This is an optimization exercise on Yosys and OpenROAD, whose aim is small area, not a production implementation. The RTL was checked by simulation tests, not by an equivalence proof against the original design. Power is estimated from default activity; no workload was simulated.

## quartz
==> flow/design.v <==
`timescale 1ns/1ns
package wallace_mult_pkg;
  localparam logic [7:0] ADDR_OPERAND_A = 8'h00;
  localparam logic [7:0] ADDR_OPERAND_B = 8'h04;
  localparam logic [7:0] ADDR_CTRL      = 8'h08;
  localparam logic [7:0] ADDR_STATUS    = 8'h0C;
  localparam logic [7:0] ADDR_PRODUCT   = 8'h10;
endpackage
`timescale 1ns/1ns
`default_nettype none
module wallace_mult_apb (
  input  wire        clk,
  input  wire        rst_n,
  input  wire        psel,
  input  wire        penable,
  input  wire        pwrite,
  input  wire [7:0]  paddr,
  input  wire [31:0] pwdata,
  output wire [31:0] prdata,
  output wire        pready,
  output wire        pslverr
);
  logic [15:0] a_q, b_q;    
  logic        a_v, b_v;    
  logic [7:0]  ax, ay;      
  logic [7:0]  x, y;        
  logic [15:0] pl;          
  logic        bq;          
  logic [4:0]  cnt;         
  logic        busy, done;
  logic        zf;          
  wire base   = (paddr[7:5] == 3'b000) & (paddr[1:0] == 2'b00);
  wire sel_a  = base & (paddr[4:2] == 3'd0);
  wire sel_b  = base & (paddr[4:2] == 3'd1);
  wire sel_c  = base & (paddr[4:2] == 3'd2);
  wire sel_s  = base & (paddr[4:2] == 3'd3);
  wire sel_p  = base & (paddr[4:2] == 3'd4);
  wire mapped = base & (~paddr[4] | (paddr[3:2] == 2'b00));
  wire wr    = psel & penable & pwrite;
  wire start = wr & sel_c & pwdata[0] & ~busy;
  assign pready  = ~(busy & ~pwrite & sel_p);
  assign pslverr = ~mapped;
  wire [31:0] p = {y, x, pl};
  wire rd_a = sel_a & a_v;
  wire rd_b = sel_b & b_v;
  wire rd_p = sel_p & done & ~zf;
  assign prdata[31:16] = {16{rd_p}} & p[31:16];
  assign prdata[15:2]  = ({14{rd_a}} & a_q[15:2]) | ({14{rd_b}} & b_q[15:2]) |
                         ({14{rd_p}} & p[15:2]);
  assign prdata[1:0]   = ({2{rd_a}} & a_q[1:0]) | ({2{rd_b}} & b_q[1:0]) |
                         ({2{rd_p}} & p[1:0]) | ({2{sel_s}} & {done, busy});
  wire       ph  = cnt[0];
  wire       b   = ph ? bq : pl[0];
  wire [7:0] addend = ax & {8{b}};
  wire [8:0] c;
  wire [7:0] u;
  assign c[0] = ph & y[7];
  genvar i;
  generate
    for (i = 0; i < 8; i++) begin : g_add
      assign u[i]   = x[i] ^ addend[i] ^ c[i];
      assign c[i+1] = (x[i] & addend[i]) | (x[i] & c[i]) | (addend[i] & c[i]);
    end
  endgenerate
  always_ff @(posedge clk) begin
    if (wr & sel_a) a_q <= pwdata[15:0];
    if (wr & sel_b) b_q <= pwdata[15:0];
    ax <= start ? a_q[7:0]  : ay;
    ay <= start ? a_q[15:8] : ax;
    if (start) begin
      x <= 8'h00;
      y <= 8'h00;
    end else if (busy) begin
      x <= {ph ? u[0] : y[7], y[6:0]};
      y <= {c[8], u[7:1]};
    end
    if (start) pl <= b_q;
    else if (busy & ~ph) pl <= {u[0], pl[15:1]};
    bq  <= pl[0];
    cnt <= start ? 5'd0 : cnt + 5'd1;
    if (start) zf <= ~(a_v & b_v);
  end
  always_ff @(posedge clk) begin
    if (!rst_n) begin
      a_v  <= 1'b0;
      b_v  <= 1'b0;
      busy <= 1'b0;
      done <= 1'b0;
    end else begin
      if (wr & sel_a) a_v <= 1'b1;
      if (wr & sel_b) b_v <= 1'b1;
      if (start) begin
        busy <= 1'b1;
        done <= 1'b0;
      end else if (busy & (cnt == 5'd31)) begin
        busy <= 1'b0;
        done <= 1'b1;
      end
    end
  end
endmodule
`default_nettype wire
Settings: LEC_CHECK=0, CAP_MARGIN=20, CORE_MARGIN=2, CORE_UTILIZATION=40, SLEW_MARGIN=20; clock period 5.0 ns.
run.sh (not shown) runs the stock make flow with config.mk's settings and CLKGATE_MAP_FILE= SYNTH_SCRIPT=/design/flow/synth_recipe.tcl, a recipe that flattens the netlist after the stock synthesis.
quartz went all the way through synthesis, placement and routing and the layout is clean on timing, DRC and antenna.
#### Input delta (sierra over quartz)
==> flow/design.v <==
`timescale 1ns/1ns
package wallace_mult_pkg;
  localparam logic [7:0] ADDR_OPERAND_A = 8'h00;
  localparam logic [7:0] ADDR_OPERAND_B = 8'h04;
  localparam logic [7:0] ADDR_CTRL      = 8'h08;
  localparam logic [7:0] ADDR_STATUS    = 8'h0C;
  localparam logic [7:0] ADDR_PRODUCT   = 8'h10;
endpackage
`timescale 1ns/1ns
`default_nettype none
module wallace_mult_apb (
  input  wire        clk,
  input  wire        rst_n,
  input  wire        psel,
  input  wire        penable,
  input  wire        pwrite,
  input  wire [7:0]  paddr,
  input  wire [31:0] pwdata,
  output wire [31:0] prdata,
  output wire        pready,
  output wire        pslverr
);
  logic [15:0] a_q, b_q;    
  logic        a_v, b_v;    
  logic [15:0] ac;          
  logic [31:0] p;           
  logic [3:0]  cnt;
  logic        busy, done;
  logic        zf;          
  wire base   = (paddr[7:5] == 3'b000) & (paddr[1:0] == 2'b00);
  wire sel_a  = base & (paddr[4:2] == 3'd0);
  wire sel_b  = base & (paddr[4:2] == 3'd1);
  wire sel_c  = base & (paddr[4:2] == 3'd2);
  wire sel_s  = base & (paddr[4:2] == 3'd3);
  wire sel_p  = base & (paddr[4:2] == 3'd4);
  wire mapped = base & (~paddr[4] | (paddr[3:2] == 2'b00));
  wire wr    = psel & penable & pwrite;
  wire start = wr & sel_c & pwdata[0] & ~busy;
  assign pready  = ~(busy & ~pwrite & sel_p);
  assign pslverr = ~mapped;
  wire rd_a = sel_a & a_v;
  wire rd_b = sel_b & b_v;
  wire rd_p = sel_p & done & ~zf;
  assign prdata[31:16] = {16{rd_p}} & p[31:16];
  assign prdata[15:2]  = ({14{rd_a}} & a_q[15:2]) | ({14{rd_b}} & b_q[15:2]) |
                         ({14{rd_p}} & p[15:2]);
  assign prdata[1:0]   = ({2{rd_a}} & a_q[1:0]) | ({2{rd_b}} & b_q[1:0]) |
                         ({2{rd_p}} & p[1:0]) | ({2{sel_s}} & {done, busy});
  wire [15:0] addend = ac & {16{p[0]}};
  wire [16:0] c;
  wire [15:0] s;
  assign c[0] = 1'b0;
  genvar i;
  generate
    for (i = 0; i < 16; i++) begin : g_add
      assign s[i]   = p[16+i] ^ addend[i] ^ c[i];
      assign c[i+1] = (p[16+i] & addend[i]) | (p[16+i] & c[i]) | (addend[i] & c[i]);
    end
  endgenerate
  always_ff @(posedge clk) begin
    if (wr & sel_a) a_q <= pwdata[15:0];
    if (wr & sel_b) b_q <= pwdata[15:0];
    if (start) ac <= a_q;
    if (start) p <= {16'h0000, b_q};
    else if (busy) p <= {c[16], s, p[15:1]};
    cnt <= start ? 4'd0 : cnt + 4'd1;
    if (start) zf <= ~(a_v & b_v);
  end
  always_ff @(posedge clk) begin
    if (!rst_n) begin
      a_v  <= 1'b0;
      b_v  <= 1'b0;
      busy <= 1'b0;
      done <= 1'b0;
    end else begin
      if (wr & sel_a) a_v <= 1'b1;
      if (wr & sel_b) b_v <= 1'b1;
      if (start) begin
        busy <= 1'b1;
        done <= 1'b0;
      end else if (busy & (cnt == 4'd15)) begin
        busy <= 1'b0;
        done <= 1'b1;
      end
    end
  end
endmodule
`default_nettype wire
## What came out
- | sierra | all stages done | FAIL | negative setup slack |
- Compared with quartz, sierra shows a higher cell depth of the worst flop-to-flop path.
- sierra vs quartz on hold slack: sierra is the higher one.
- Delta (sierra minus quartz): arrival time of data at the critical path endpoint increased 1.76 ns; clock buffer and inverter area fraction after layout picked up an extra 0.20 points; wire length -780 um.
- Power consumption: sierra vs quartz up 0.000042 W
- Looking at clock period minus worst slack, sierra sits 1.75 ns above quartz.
- quartz ended up with cnt[0] as its startpoint of the most critical setup path; sierra ended up with p[0].
- sierra contains fewer vias than quartz.
- Comparing mux cell area share after synthesis for sierra and quartz, the bigger number came from quartz.
- In the reports for sierra and quartz, the smaller final cell count belongs to sierra.
- Comparing sierra and quartz, the higher die area is on quartz.
- Going from quartz to sierra, number of buffers and inverters on the critical path increased by 2 relative to the old numbers, final critical-path share of the clock period higher, global routing met3 resource utilization shows an increase of 0.52 points.

## re-timing with driven ports
The results above use ideal ports. As a check the final layouts listed here were re-extracted and re-timed, cells and wires unchanged.
Step 1: set_driving_cell puts a clkbuf_16 on clk and a buf_2 on each other input, an assumption about the parent block.
Step 2 times the ports against the registers' clock, not the clock port: input delays grow and output delays shrink by t, the midpoint of the rising clock arrivals with the driver on.
Slacks: ideal ports / drivers / drivers and shift; pairs: ideal ports / drivers.
run | t (ns) | slack for setup (ns) | worst hold slack (ns) | worst setup path after step 2 | cell pins on the clock port's net
quartz | 0.385 | 0.629 / 0.611 / 0.611 | 0.433 / 0.433 / 0.433 | input to output | 1
sierra | 0.378 | -1.124 / -1.124 / -1.124 | 0.456 / 0.456 / 0.456 | register to register | 1
The setup slack of quartz, which loses most, moves by -0.018 ns with the drivers and by -0.018 ns with both steps.
